From an optimization exercise on the open Yosys and OpenROAD flow, aimed at small area; shortcuts taken in it are not production practice. Power is estimated from default activity; no workload was simulated. The clock port is modelled as an ideal driver; clocking choices that lean on that would not hold on a real chip.

==> flow/design.v (excerpt) <==
module afi_phy_top
(
	input logic pll_afi_clk,
	input logic reset,
	input logic [afi_phy_pkg::AFI_CMD_W-1:0] afi_cmd,
	input logic [afi_phy_pkg::AFI_WR_W-1:0] afi_wr,
	input logic [8-1:0] paddr,
	input logic psel,
	input logic penable,
	input logic pwrite,
	input logic [32-1:0] pwdata,
	output logic [32-1:0] prdata,
	output logic pready,
	output logic pslverr,
	output logic [afi_phy_pkg::MEM_BUS_W-1:0] mem,
	output logic mem_ck_en,
	output logic [8-1:0] calib_skip_steps
);
	afi_phy_pkg::shift_t ac_shift;
	afi_phy_pkg::shift_t wlat;
	logic mem_stable;
	logic mem_clk_disable;
	afi_phy_pkg::afi_cmd_t ac_cmd;
	afi_phy_pkg::shift_t age;
	logic [32+4-1:0] wr_data;
	logic dqs_en;
	logic oct_en;
	phy_regs u_regs (
		.pll_afi_clk(pll_afi_clk),
		.reset(reset),
		.paddr(paddr),
		.psel(psel),
		.penable(penable),
		.pwrite(pwrite),
		.pwdata(pwdata),
		.prdata(prdata),
		.pready(pready),
		.pslverr(pslverr),
		.ac_shift(ac_shift),
		.wlat(wlat),
		.mem_stable(mem_stable),
		.mem_clk_disable(mem_clk_disable),
		.calib_skip_steps(calib_skip_steps)
	);
	always_ff @(posedge pll_afi_clk)
	begin
		if (reset)
			age <= '0;
		else if (age != '1)
			age <= age + 3'(1);
	end
	addr_cmd_path u_ac (
		.pll_afi_clk(pll_afi_clk),
		.reset(reset),
		.afi_cmd(afi_cmd),
		.ac_shift(ac_shift),
		.age(age),
		.cmd(ac_cmd)
	);
	write_path u_wr (
		.pll_afi_clk(pll_afi_clk),
		.reset(reset),
		.afi_wr(afi_wr),
		.wlat(wlat),
		.age(age),
		.wr_data(wr_data),
		.dqs_en(dqs_en),
		.oct_en(oct_en)
	);
	mem_out_stage u_out (
		.pll_afi_clk(pll_afi_clk),
		.reset(reset),
		.cmd(ac_cmd),
		.mem_stable(mem_stable),
		.wr_data(wr_data),
		.dqs_en(dqs_en),
		.oct_en(oct_en),
		.mem_clk_disable(mem_clk_disable),
		.mem(mem),
		.mem_ck_en(mem_ck_en)
	);
endmodule
make LEC_CHECK=0 CAP_MARGIN=20 CORE_MARGIN=2 CORE_UTILIZATION=70 CTS_CLUSTER_DIAMETER=100 CTS_CLUSTER_SIZE=30 SLEW_MARGIN=20 finish   # period 5.0 ns
run.sh (not shown) runs the stock make flow with config.mk's settings and CLKGATE_MAP_FILE= SYNTH_SCRIPT=/design/flow/synth_recipe.tcl, a recipe that flattens the netlist after the stock synthesis.
Next try:
- ABC_AREA: unset -> 1
- CORE_UTILIZATION: 70 -> 40
- CTS_BUF_LIST: unset -> sky130_fd_sc_hd__clkbuf_4 sky130_fd_sc_hd__clkbuf_8
- CTS_CLUSTER_DIAMETER: 100 -> unset
- CTS_CLUSTER_SIZE: 30 -> unset
Die area increases by well over a third; cell area rose by about a fifth; worst setup slack loses 0.060 ns; worst hold slack gets worse by 0.0051 ns; via count increases by a quarter to a third; area after synthesis is higher by a few percent; total power rises by a quarter to a third; utilization is lower by 33 points; global-route usage fell by 8.5 points; combinational power goes up by a few percent; clock-buffer cell count went up by 135.
Next try:
- ABC_AREA: 1 -> unset
- CTS_BUF_LIST: sky130_fd_sc_hd__clkbuf_4 sky130_fd_sc_hd__clkbuf_8 -> unset
After rerunning:
- The new run went through all stages and came out clean
- global-route usage fell by 0.96 points
- sequential share of layout area came out higher by 3.8 points
- cell count fell by 27%
Function was not checked in any run of this note: the RTL went through the layout flow alone.


## tundra
The RTL this note starts from:
==> flow/design.v <==
package afi_phy_pkg;
	typedef logic [3-1:0] shift_t;
	typedef struct packed
	{
		logic [15-1:0] addr;
		logic [3-1:0] ba;
		logic [1-1:0] cs_n;
		logic [1-1:0] cke;
		logic [1-1:0] odt;
		logic ras_n;
		logic cas_n;
		logic we_n;
		logic rst_n;
	} afi_cmd_t;
	typedef struct packed
	{
		logic [32-1:0] wdata;
		logic [4-1:0] dm;
		logic valid;
	} afi_wr_t;
	typedef struct packed
	{
		afi_cmd_t cmd;
		logic [32-1:0] dq;
		logic [4-1:0] dm;
		logic dqs_en;
		logic oct_en;
		logic dq_oe;
	} mem_bus_t;
	localparam int AFI_CMD_W = 15 + 3 + 3 * 1 + 4;
	localparam int AFI_WR_W = 32 + 4 + 1;
	localparam int MEM_BUS_W = AFI_CMD_W + 32 + 4 + 3;
	localparam afi_cmd_t AFI_NOP = {
		15'(0),  
		3'(0),  
		{1{1'b1}},  
		1'(0),  
		1'(0),  
		1'b1,  
		1'b1,  
		1'b1,  
		1'b0  
	};
endpackage
module afi_delay_line
#(
	parameter int W = 1,
	parameter int DEPTH = 8
)
(
	input logic pll_afi_clk,
	input logic [DEPTH-1:0] sel,
	input logic [W-1:0] d,
	output logic [W-1:0] q
);
	logic [W-1:0] stage [DEPTH-1];
	logic [W-1:0] nxt;
	for (genvar b = 0; b < W; b++)
	begin : g_bit
		logic [DEPTH-1:0] taps;
		always_comb
		begin
			taps[0] = d[b];
			for (int k = 1; k < DEPTH; k++)
				taps[k] = stage[k-1][b];
		end
		afi_sel_bit #(
			.N(DEPTH)
		) u_sel (
			.sel(sel),
			.taps(taps),
			.y(nxt[b])
		);
	end
	always_ff @(posedge pll_afi_clk)
	begin
		stage[0] <= d;
		for (int i = 1; i < DEPTH - 1; i++)
			stage[i] <= stage[i-1];
		q <= nxt;
	end
endmodule
module afi_tap_sel
#(
	parameter int DEPTH = 8
)
(
	input logic reset,
	input logic [3-1:0] tap,
	input logic [3-1:0] age,
	output logic [DEPTH-1:0] sel
);
	always_comb
	begin
		for (int k = 0; k < DEPTH; k++)
			sel[k] = ~reset && (tap == 3'(k)) && (age >= 3'(k));
	end
endmodule
module afi_sel_bit
#(
	parameter int N = 8
)
(
	input logic [N-1:0] sel,
	input logic [N-1:0] taps,
	output logic y
);
	logic n0, n1;
	afi_aoi222 u_a0 (.a(sel[2:0]), .b(taps[2:0]), .y(n0));
	afi_aoi222 u_a1 (.a(sel[5:3]), .b(taps[5:3]), .y(n1));
	assign y = ~(n0 & n1) | (sel[6] & taps[6]) | (sel[7] & taps[7]);
endmodule
module afi_aoi222
(
	input logic [2:0] a,
	input logic [2:0] b,
	output logic y
);
	assign y = ~|(a & b);
endmodule
module addr_cmd_path
(
	input logic pll_afi_clk,
	input logic reset,
	input afi_phy_pkg::afi_cmd_t afi_cmd,
	input afi_phy_pkg::shift_t ac_shift,
	input afi_phy_pkg::shift_t age,
	output afi_phy_pkg::afi_cmd_t cmd
);
	logic [8-1:0] sel;
	afi_tap_sel #(
		.DEPTH(8)
	) u_sel (
		.reset(reset),
		.tap(ac_shift),
		.age(age),
		.sel(sel)
	);
	afi_delay_line #(
		.W(afi_phy_pkg::AFI_CMD_W),
		.DEPTH(8)
	) u_cmd_dly (
		.pll_afi_clk(pll_afi_clk),
		.sel(sel),
		.d(afi_cmd),
		.q(cmd)
	);
endmodule
module write_path
(
	input logic pll_afi_clk,
	input logic reset,
	input afi_phy_pkg::afi_wr_t afi_wr,
	input afi_phy_pkg::shift_t wlat,
	input afi_phy_pkg::shift_t age,
	output logic [32+4-1:0] wr_data,
	output logic dqs_en,
	output logic oct_en
);
	logic [8-1:0] sel;
	afi_phy_pkg::afi_wr_t wr_dly;
	logic wr_valid;
	logic oct_post;
	afi_tap_sel #(
		.DEPTH(8)
	) u_sel (
		.reset(reset),
		.tap(wlat),
		.age(age),
		.sel(sel)
	);
	afi_delay_line #(
		.W(afi_phy_pkg::AFI_WR_W),
		.DEPTH(8)
	) u_wr_dly (
		.pll_afi_clk(pll_afi_clk),
		.sel(sel),
		.d(afi_wr),
		.q(wr_dly)
	);
	always_ff @(posedge pll_afi_clk)
	begin
		wr_data <= {wr_dly.wdata, wr_dly.dm};
		if (reset)
		begin
			wr_valid <= 1'b0;
			oct_post <= 1'b0;
		end
		else
		begin
			wr_valid <= wr_dly.valid;
			oct_post <= wr_valid;
		end
	end
	assign dqs_en = wr_dly.valid | wr_valid;
	assign oct_en = dqs_en | oct_post;
endmodule
module phy_regs
(
	input logic pll_afi_clk,
	input logic reset,
	input logic [8-1:0] paddr,
	input logic psel,
	input logic penable,
	input logic pwrite,
	input logic [32-1:0] pwdata,
	output logic [32-1:0] prdata,
	output logic pready,
	output logic pslverr,
	output afi_phy_pkg::shift_t ac_shift,
	output afi_phy_pkg::shift_t wlat,
	output logic mem_stable,
	output logic mem_clk_disable,
	output logic [8-1:0] calib_skip_steps
);
	logic addr_hit;
	logic access;
	assign pready = 1'b1;
	assign access = psel & penable;
	always_comb
	begin
		prdata = '0;
		addr_hit = 1'b1;
		case (paddr)
			8'('h0):
				prdata[1:0] = {mem_clk_disable, mem_stable};
			8'('h4):
			begin
				prdata[3-1:0] = ac_shift;
				prdata[4 +: 3] = wlat;
			end
			8'('h8):
				prdata[8-1:0] = calib_skip_steps;
			default:
				addr_hit = 1'b0;
		endcase
	end
	assign pslverr = access & ~addr_hit;
	always_ff @(posedge pll_afi_clk)
	begin
		if (reset)
		begin
			mem_stable <= 1'b0;
			mem_clk_disable <= 1'b0;
			ac_shift <= '0;
			wlat <= '0;
			calib_skip_steps <= '1;
		end
		else if (access && pwrite)
		begin
			case (paddr)
				8'('h0):
				begin
					mem_stable <= pwdata[0];
					mem_clk_disable <= pwdata[1];
				end
				8'('h4):
				begin
					ac_shift <= pwdata[3-1:0];
					wlat <= pwdata[4 +: 3];
				end
				8'('h8):
					calib_skip_steps <= pwdata[8-1:0];
				default:
					;
			endcase
		end
	end
endmodule
module mem_out_stage
(
	input logic pll_afi_clk,
	input logic reset,
	input afi_phy_pkg::afi_cmd_t cmd,
	input logic cmd_hold,
	input logic [32+4-1:0] wr_data,
	input logic dqs_en,
	input logic oct_en,
	input logic mem_clk_disable,
	output afi_phy_pkg::mem_bus_t mem,
	output logic mem_ck_en
);
	logic dq_en;
	always_ff @(posedge pll_afi_clk)
		mem.cmd <= cmd_hold ? afi_phy_pkg::AFI_NOP : cmd;
	always_ff @(posedge pll_afi_clk)
		{mem.dq, mem.dm} <= wr_data;
	always_ff @(posedge pll_afi_clk)
	begin
		if (reset)
		begin
			dq_en <= 1'b0;
			mem.oct_en <= 1'b0;
			mem_ck_en <= 1'b1;
		end
		else
		begin
			dq_en <= dqs_en;
			mem.oct_en <= oct_en;
			mem_ck_en <= ~mem_clk_disable;
		end
	end
	assign mem.dqs_en = dq_en;
	assign mem.dq_oe = dq_en;
endmodule
module afi_phy_top
(
	input logic pll_afi_clk,
	input logic reset,
	input logic [afi_phy_pkg::AFI_CMD_W-1:0] afi_cmd,
	input logic [afi_phy_pkg::AFI_WR_W-1:0] afi_wr,
	input logic [8-1:0] paddr,
	input logic psel,
	input logic penable,
	input logic pwrite,
	input logic [32-1:0] pwdata,
	output logic [32-1:0] prdata,
	output logic pready,
	output logic pslverr,
	output logic [afi_phy_pkg::MEM_BUS_W-1:0] mem,
	output logic mem_ck_en,
	output logic [8-1:0] calib_skip_steps
);
	afi_phy_pkg::shift_t ac_shift;
	afi_phy_pkg::shift_t wlat;
	logic mem_stable;
	logic mem_clk_disable;
	afi_phy_pkg::afi_cmd_t ac_cmd;
	logic cmd_hold;
	afi_phy_pkg::shift_t age;
	logic [32+4-1:0] wr_data;
	logic dqs_en;
	logic oct_en;
	phy_regs u_regs (
		.pll_afi_clk(pll_afi_clk),
		.reset(reset),
		.paddr(paddr),
		.psel(psel),
		.penable(penable),
		.pwrite(pwrite),
		.pwdata(pwdata),
		.prdata(prdata),
		.pready(pready),
		.pslverr(pslverr),
		.ac_shift(ac_shift),
		.wlat(wlat),
		.mem_stable(mem_stable),
		.mem_clk_disable(mem_clk_disable),
		.calib_skip_steps(calib_skip_steps)
	);
	always_ff @(posedge pll_afi_clk)
	begin
		if (reset)
			age <= '0;
		else if (age != '1)
			age <= age + 3'(1);
	end
	assign cmd_hold = reset | ~mem_stable;
	addr_cmd_path u_ac (
		.pll_afi_clk(pll_afi_clk),
		.reset(reset),
		.afi_cmd(afi_cmd),
		.ac_shift(ac_shift),
		.age(age),
		.cmd(ac_cmd)
	);
	write_path u_wr (
		.pll_afi_clk(pll_afi_clk),
		.reset(reset),
		.afi_wr(afi_wr),
		.wlat(wlat),
		.age(age),
		.wr_data(wr_data),
		.dqs_en(dqs_en),
		.oct_en(oct_en)
	);
	mem_out_stage u_out (
		.pll_afi_clk(pll_afi_clk),
		.reset(reset),
		.cmd(ac_cmd),
		.cmd_hold(cmd_hold),
		.wr_data(wr_data),
		.dqs_en(dqs_en),
		.oct_en(oct_en),
		.mem_clk_disable(mem_clk_disable),
		.mem(mem),
		.mem_ck_en(mem_ck_en)
	);
endmodule
export LEC_CHECK = 0
export CAP_MARGIN = 20
export CORE_MARGIN = 2
export CORE_UTILIZATION = 70
export CTS_CLUSTER_DIAMETER = 100
export CTS_CLUSTER_SIZE = 30
export SLEW_MARGIN = 20
export SYNTH_HIERARCHICAL = 1
export SYNTH_MINIMUM_KEEP_SIZE = 0
create_clock -name core_clock -period 5.0 [get_ports {pll_afi_clk}]
standard.sh (not shown) runs the stock make flow with config.mk's settings and CLKGATE_MAP_FILE= SYNTH_SCRIPT=/design/flow/synth_recipe.tcl, a recipe that flattens the netlist after the stock synthesis.
==> flow/flow/run.sh <==
#!/bin/bash
# Standard ORFS layout, with the port buffers made of the smallest buffer
# cell instead of the one buffer_ports picks by default.
set -euo pipefail
bash standard.sh "BUFFER_PORTS_ARGS=-buffer_cell sky130_fd_sc_hd__buf_1" "RECOVER_POWER=100" finish > standard_make.log 2>&1
tundra finished every stage; the final checks, however, were not passed, the failures being capacitance limit, slew limit.
### tundra -> xenon
# tundra
export LEC_CHECK = 0
export CAP_MARGIN = 20
export CORE_MARGIN = 2
export CORE_UTILIZATION = 70
export CTS_CLUSTER_DIAMETER = 100
export CTS_CLUSTER_SIZE = 30
export SLEW_MARGIN = 20
export SYNTH_HIERARCHICAL = 1
export SYNTH_MINIMUM_KEEP_SIZE = 0
create_clock -name core_clock -period 5.0 [get_ports {pll_afi_clk}]
# xenon
export LEC_CHECK = 0
export CAP_MARGIN = 0
export CORE_MARGIN = 2
export CORE_UTILIZATION = 70
export CTS_CLUSTER_DIAMETER = 80
export CTS_CLUSTER_SIZE = 35
export SLEW_MARGIN = 0
export SYNTH_HIERARCHICAL = 1
export SYNTH_MINIMUM_KEEP_SIZE = 0
create_clock -name core_clock -period 5.0 [get_ports {pll_afi_clk}]
==> flow/flow/run.sh <==
#!/bin/bash
# Standard ORFS layout, with the port buffers made of the smallest buffer
# cell instead of the one buffer_ports picks by default.
set -euo pipefail
bash standard.sh "BUFFER_PORTS_ARGS=-buffer_cell sky130_fd_sc_hd__buf_1" finish > standard_make.log 2>&1
Notes after the runs:
xenon vs tundra: wire length of the first global-routing pass down. Startpoint of the worst setup timing path: reset -> tundra, paddr[3] -> xenon. Comparing power density relative to cell area for xenon and tundra, the bigger number came from tundra. xenon was carried through to the last stage, and its layout satisfied the timing, design-rule and antenna checks. tundra: flow complete, layout not clean; failing: capacitance limit, slew limit. There was hardly any difference in utilization between xenon and tundra. xenon against tundra: fraction of final layout cells sized beyond drive strength 1 has increased; clock power has decreased. Post-layout worst setup margin, xenon and tundra: higher on xenon.
Modified inputs, raven compared to xenon
--- a/flow/flow/run.sh
+++ b/flow/flow/run.sh
@@ -4,2 +4,2 @@
 set -euo pipefail
-bash standard.sh "BUFFER_PORTS_ARGS=-buffer_cell sky130_fd_sc_hd__buf_1" finish > standard_make.log 2>&1
+bash standard.sh "BUFFER_PORTS_ARGS=-buffer_cell sky130_fd_sc_hd__buf_1" "CTS_ARGS=-sink_clustering_enable -repair_clock_nets -sink_clustering_size 35 -sink_clustering_max_diameter 80 -dont_use_dummy_load" finish > standard_make.log 2>&1
==> run notes <==
raven did not stop at any stage, and its layout met the timing, design-rule and antenna checks. raven vs. xenon: worst reg-to-reg setup slack went down; fraction of power consumed by the clock network went down 0.9 points; final period utilization higher.
Modified inputs, lagoon compared to raven
# raven
export LEC_CHECK = 0
export CAP_MARGIN = 0
export CORE_MARGIN = 2
export CORE_UTILIZATION = 70
export CTS_CLUSTER_DIAMETER = 80
export CTS_CLUSTER_SIZE = 35
export SLEW_MARGIN = 0
export SYNTH_HIERARCHICAL = 1
export SYNTH_MINIMUM_KEEP_SIZE = 0
create_clock -name core_clock -period 5.0 [get_ports {pll_afi_clk}]
# lagoon
export LEC_CHECK = 0
export CAP_MARGIN = 20
export CORE_MARGIN = 2
export CORE_UTILIZATION = 70
export CTS_CLUSTER_DIAMETER = 100
export CTS_CLUSTER_SIZE = 30
export SLEW_MARGIN = 20
export SYNTH_HIERARCHICAL = 1
export SYNTH_MINIMUM_KEEP_SIZE = 0
create_clock -name core_clock -period 5.0 [get_ports {pll_afi_clk}]
==> flow/flow/run.sh <==
#!/bin/bash
# Standard ORFS layout, with the port buffers made of the smallest buffer
# cell instead of the one buffer_ports picks by default.
set -euo pipefail
bash standard.sh "BUFFER_PORTS_ARGS=-buffer_cell sky130_fd_sc_hd__buf_1" finish > standard_make.log 2>&1
### Flow results
Changes observed in lagoon relative to raven: setup slack has increased; maximum operating frequency shows an increase of about 0.6%; minimum clock period dropped 21 ps; met1 track demand over resource roughly the same; aggregate routed wire length rose about 1.4%. Re period utilization: lagoon and raven aren't equal, and the lower value belongs to lagoon. lagoon has slew at the pin closest to its max-slew limit below what raven had. Looking only at total global routing track utilization, and setting everything else aside, the higher value of lagoon and raven goes to lagoon.
Function was not checked in any run of this note: the RTL went through the layout flow alone.

==> port drivers added, routing unchanged <==
Ports are ideal in the flow. The routed layouts listed here were re-timed in OpenROAD.
Step 1: set_driving_cell puts a clkbuf_16 on pll_afi_clk and a buf_2 on each other input, an assumption about the parent block.
Step 2 times the ports against the registers' clock, not the clock port: input delays grow and output delays shrink by t, the midpoint of the rising clock arrivals with the driver on.
Three values: no drivers, after step 1, after step 2; two values: the first two.
run | shift t [ns] | setup WS [ns] | hold slack, ns | worst register clock-pin slew, ns
the first run of note 1 | 0.615 | 0.995 / 0.970 / 0.970 | 0.319 / 0.319 / 0.319 | 0.11 / 0.11
the second run of note 1 | 0.715 | 0.935 / 0.912 / 0.912 | 0.314 / 0.314 / 0.314 | 0.07 / 0.07
the third run of note 1 | 0.646 | 1.045 / 1.016 / 1.016 | 0.322 / 0.322 / 0.322 | 0.07 / 0.07
tundra | 0.595 | 1.071 / 1.093 / 0.497 | 0.326 / 0.326 / 0.326 | 0.11 / 0.11
xenon | 0.587 | 1.696 / 1.674 / 1.674 | 0.335 / 0.335 / 0.335 | 0.12 / 0.12
raven | 0.574 | 1.688 / 1.665 / 1.665 | 0.335 / 0.335 / 0.335 | 0.12 / 0.12
lagoon | 0.595 | 1.708 / 1.685 / 1.685 | 0.325 / 0.325 / 0.325 | 0.11 / 0.11
For tundra, which loses most, drivers alone change the setup slack by +0.022 ns; drivers and shift together by -0.574 ns.
